What follows belongs to an exercise in optimizing a design on an open flow for small area and a short achievable clock period; a production flow would make more cautious choices. The RTL was checked by simulation tests, not by an equivalence proof against the original design. Power figures rest on the tool's default switching activity, not on a simulated workload.

== build 3 ==
==> flow/design.v (excerpt) <==
module rgba8_tile_swizzle_downscale_unit (
  input  logic       clk,
  input  logic       rst_n,
  input  logic        in_valid,
  output logic        in_ready,
  input  logic [7:0]  in_red,
  input  logic [7:0]  in_green,
  input  logic [7:0]  in_blue,
  input  logic [7:0]  in_alpha,
  output logic        out_valid,
  input  logic        out_ready,
  output logic [25:0] out_byte_offset,
  output logic [7:0]  out_alpha,
  output logic [7:0]  out_red,
  output logic [7:0]  out_green,
  output logic [7:0]  out_blue,
  output logic        out_frame_done,
  input  logic        cfg_valid,
  output logic        cfg_ready,
  input  logic [2:0]  cfg_index,
  input  logic [31:0] cfg_data
);
Settings: LEC_CHECK=0, ABC_CLOCK_PERIOD_IN_PS=2500, CAP_MARGIN=20, CORE_MARGIN=2, CORE_UTILIZATION=55, CTS_BUF_LIST=sky130_fd_sc_hd__clkbuf_8, CTS_CLUSTER_DIAMETER=50, CTS_CLUSTER_SIZE=12, PLACE_DENSITY=0.7, SETUP_SLACK_MARGIN=2.8, SLEW_MARGIN=20, TNS_END_PERCENT=100; clock period 5.6 ns.
standard.sh (not shown) runs the stock make flow with config.mk's settings and CLKGATE_MAP_FILE= SYNTH_SCRIPT=/design/flow/synth_recipe.tcl, a recipe that flattens the netlist after the stock synthesis.
==> flow/flow/run.sh <==
#!/bin/bash
# Standard ORFS layout (the standard.sh, unchanged synthesis), with the
# port buffers inserted as the smallest plain buffer instead of the default
# delay buffer; timing repair still resizes them where a path needs it.
set -euo pipefail
export BUFFER_PORTS_ARGS="-buffer_cell sky130_fd_sc_hd__buf_1"
bash standard.sh > standard_flow.log 2>&1
Build 3 finished every stage and its layout cleared the timing, DRC and antenna checks.
--- input diff build 3..build 56 ---
Settings: PLACE_DENSITY no longer set, was 0.7; TNS_END_PERCENT no longer set, was 100; CORE_UTILIZATION now 62, was 55.
==> comparison <==
As far as placed standard-cell area is concerned, build 3 and build 56 perform about the same.
Looking at fraction of final layout cells sized beyond drive strength 1, build 56 sits above build 3.
The length of routed wiring on met1 in build 56 was lower than what build 3 gave.
| worst max-slew margin expressed relative to the limit | build 56 vs build 3 | worse |
Number of standard cells in the layout, taps in and fillers out: build 56 vs build 3 down 47
Wire length deteriorates in build 56 relative to build 3.
For build 15, these inputs were changed with respect to build 56:
Settings: swapping 2.8 for 2.9 in SETUP_SLACK_MARGIN; swapping 62 for 55 in CORE_UTILIZATION.
### Flow results
In build 15 relative to build 56, die area had gone up by more than 10%. Changes observed in build 15 relative to build 56: post-layout total power rose by 1.7%; share of cells above drive strength 1 rose by 2.3 points; worst slew margin relative to its limit rose by 9.5 points; fraction of power consumed by the clock network rose by 0.2 points.
[inputs] build 19 vs build 15
Settings: swapping 2.9 for 2.8 in SETUP_SLACK_MARGIN.
Looking at the reports, build 19 completed the entire flow and the layout it produced met the timing, DRC and antenna checks. Relative contribution of sequential cells to total power in build 19 vs build 15: down 0.6 points. Going from build 15 to build 19, the count of buffering cells on the critical path with inverters included was found to have gone up by 1. When build 19 is set beside build 15, its total length of routed met3 wires turns out to be 35 um larger. Build 19 against build 15: power +1.3%; clock share of power picked up an extra 2.0 points. As far as count of unresolved DRC violations after routing goes, build 15 and build 19 are indistinguishable; the numbers are identical. Compared with build 15, build 19 shows post-place setup slack higher by 330 ps. Build 19 has less setup slack than build 15. NOTE: post-layout minimum cycle time in build 19 exceeds that of build 15.


## job 1613
rgba8_tile_swizzle_downscale_unit, a different RTL version from the one above (not shown whole).
For scale: ~2,200 cells after synthesis, ~290 flip-flops, about 130 I/O pins.
clock: 5.6 ns
lec_check: 0
abc_area: 1
cap_margin: 20
core_margin: 2
core_utilization: 55
setup_slack_margin: 2.9
slew_margin: 20
Scripts as last shown in full above: flow/flow/run.sh
Changes in job 8123 relative to job 1613:
- ABC_CLOCK_PERIOD_IN_PS now 2500, previously not set
- ABC_AREA no longer set, was 1
- SETUP_SLACK_MARGIN no longer set, was 2.9
==> flow/run.sh (new file) <==
#!/bin/bash
# synth_recipe.tcl (not shown) runs the flow's synth.tcl, then flattens the netlist and writes it again
# the make line also repeats each setting of config.mk as NAME=value (left out here)
make -C /OpenROAD-flow-scripts/flow DESIGN_CONFIG=/design/flow/config.mk WORK_HOME=/design/flow/orfs CLKGATE_MAP_FILE= SYNTH_SCRIPT=/design/flow/synth_recipe.tcl finish
removed: flow/flow/run.sh
removed: flow/standard.sh
Results
The lower clock-buffer cell count of job 8123 and job 1613 is in job 1613. Compared with job 1613, in job 8123 maximum frequency down 79 MHz, non-clock buffer count up about 4.3%, met2 demand-to-capacity share in global routing down 2.0 points, number of well-tap cells placed down 13%. Final critical delay including setup and external delays is higher on job 8123. Job 8123 vs. job 1613: non-filler instance count after layout shows a reduction of about 23%; sequential share of layout area shows an increase of 2.4 points; internal power of the cells shows a reduction of 350 uW.
Input-level comparison between job 670 and job 8123:
- putting SETUP_SLACK_MARGIN at 2.6 where nothing was set
- putting CTS_CLUSTER_SIZE at 12 where nothing was set
- putting CTS_BUF_LIST at sky130_fd_sc_hd__clkbuf_8 where nothing was set
- putting CTS_CLUSTER_DIAMETER at 50 where nothing was set
==> flow/flow/run.sh (new file) <==
#!/bin/bash
# Standard ORFS layout (the standard.sh, unchanged synthesis), with the
# port buffers inserted as the smallest plain buffer instead of the default
# delay buffer; timing repair still resizes them where a path needs it.
set -euo pipefail
export BUFFER_PORTS_ARGS="-buffer_cell sky130_fd_sc_hd__buf_1"
bash standard.sh > standard_flow.log 2>&1
==> flow/standard.sh (new file) <==
#!/bin/bash
# synth_recipe.tcl (not shown) runs the flow's synth.tcl, then flattens the netlist and writes it again
# the make line also repeats each setting of config.mk as NAME=value (left out here)
make -C /OpenROAD-flow-scripts/flow DESIGN_CONFIG=/design/flow/config.mk WORK_HOME=/design/flow/orfs CLKGATE_MAP_FILE= SYNTH_SCRIPT=/design/flow/synth_recipe.tcl "${@:-finish}"
removed: flow/run.sh
==> run summary <==
For job 670 and job 8123, there was not a single run that failed to finish clean.
Higher instance area at placement goes to job 8123 over job 670.
As far as final count of pins violating max slew is concerned, job 8123 and job 670 perform about the same.
Between job 670 and job 8123, it is job 670 whose worst slack at placement is lower, by 0.23 ns.
Measured against each other, job 670 and job 8123 differ in setup slack after layout, the lower figure coming from job 8123.
Compared with job 8123, job 670 degrades total detailed-routing wirelength.
In job 670 relative to job 8123, final cell count without fillers had gone up slightly.
### job 670 -> job 9392
- CTS_CLUSTER_DIAMETER no longer set, was 50
- SETUP_SLACK_MARGIN now 2.7, was 2.6
- CTS_BUF_LIST no longer set, was sky130_fd_sc_hd__clkbuf_8
- CTS_CLUSTER_SIZE no longer set, was 12
Multi-input gate area in the final layout was higher in job 9392 than in job 670. Job 9392: maximum clock rate is 6.5 MHz higher than what job 670 reported. In the reports for job 670 and job 9392, the smaller total power belongs to job 670.
What job 8980 does differently from job 9392 at the input level:
- setting CTS_CLUSTER_SIZE to 12 for the first time
- setting CTS_CLUSTER_DIAMETER to 50 for the first time
- changing SETUP_SLACK_MARGIN from 2.7 to 3.0
- setting CTS_BUF_LIST to sky130_fd_sc_hd__clkbuf_8 for the first time
Notes after the runs:
- Job 8980 reached the end of the flow, and the finished layout is clean on the timing, DRC and antenna checks.
- Wire: job 8980 routes more than job 9392
- For number of instances in the placed design, job 8980 and job 9392 come out practically identical.
- Across both runs, combinational fraction of design power was higher for job 8980 than for job 9392.
- Job 8980: share of the core filled with cells in the final layout 1.7 points above job 9392
- Against job 9392, job 8980 comes in about 10% lower on cell area power density.
- Peak supply drop in job 8980 is 3.5% below job 9392.
- Taking job 9392 as the reference, in job 8980 final worst slack +0.14 ns, final sequential cell count has remained practically unchanged, power dropped about 8%, highest cell delay on the worst timing path went down 0.10 ns, maximum level of the CTS H-tree now sits higher.
Modified inputs, job 3379 compared to job 8980
- removing CTS_CLUSTER_SIZE (formerly 12)
- changing SETUP_SLACK_MARGIN from 3.0 to 2.7
- removing CTS_BUF_LIST (formerly sky130_fd_sc_hd__clkbuf_8)
- removing CTS_CLUSTER_DIAMETER (formerly 50)
==> flow/run.sh (new file) <==
#!/bin/bash
# synth_recipe.tcl (not shown) runs the flow's synth.tcl, then flattens the netlist and writes it again
# the make line also repeats each setting of config.mk as NAME=value (left out here)
make -C /OpenROAD-flow-scripts/flow DESIGN_CONFIG=/design/flow/config.mk WORK_HOME=/design/flow/orfs CLKGATE_MAP_FILE= SYNTH_SCRIPT=/design/flow/synth_recipe.tcl finish
removed: flow/flow/run.sh
removed: flow/standard.sh
--- outcome ---
Job 8980 → job 3379: largest fanout of any net on the critical path comparable; global-route usage moved down; hold slack shrank by 0.0036 ns; total internal power has increased. [job 3379] shortest clock period the worst path allows after layout rose 0.15 ns relative to job 8980.

separate check: timing with driven ports:
The results above use ideal ports. As a check the final layouts listed here were re-extracted and re-timed, cells and wires unchanged. Step 1, drivers: a clkbuf_16 drives clk and a buf_2 each remaining input, both assumed. Step 2, shift: input delay + t, output delay - t, t = (earliest + latest rising clock arrival at the registers) / 2. This alone moves slack from input paths to output paths. Three values: ideal, step 1, step 2; two values: the first two.
run | shift t [ns] | setup slack, ns | hold WS [ns] | worst setup path after step 2 | cell pins on the clock port's net
build 3 | 0.582 | 2.842 / 2.818 / 2.289 | 0.457 / 0.457 / 0.457 | input to register | 1
build 56 | 0.573 | 2.828 / 2.806 / 2.288 | 0.457 / 0.457 / 0.457 | input to register | 1
build 15 | 0.578 | 2.853 / 2.853 / 2.275 | 0.458 / 0.458 / 0.458 | input to register | 1
build 19 | 0.579 | 2.849 / 2.828 / 2.325 | 0.461 / 0.461 / 0.461 | input to register | 1
job 1613 | 0.564 | 2.695 / 2.649 / 2.512 | 0.460 / 0.460 / 0.460 | input to register | 1
job 8123 | 0.601 | 1.823 / 1.796 / 1.721 | 0.455 / 0.455 / 0.455 | input to register | 1
job 670 | 0.589 | 2.653 / 2.653 / 2.137 | 0.457 / 0.457 / 0.457 | input to register | 1
job 9392 | 0.595 | 2.708 / 2.707 / 2.201 | 0.457 / 0.457 / 0.457 | input to register | 1
job 8980 | 0.593 | 2.853 / 2.853 / 2.296 | 0.460 / 0.460 / 0.460 | input to register | 1
job 3379 | 0.555 | 2.706 / 2.706 / 2.230 | 0.457 / 0.457 / 0.457 | input to register | 1
After both steps setup and hold are still met in every run listed. For build 15, which loses most, drivers alone change the setup slack by 0.000 ns; drivers and shift together by -0.578 ns.
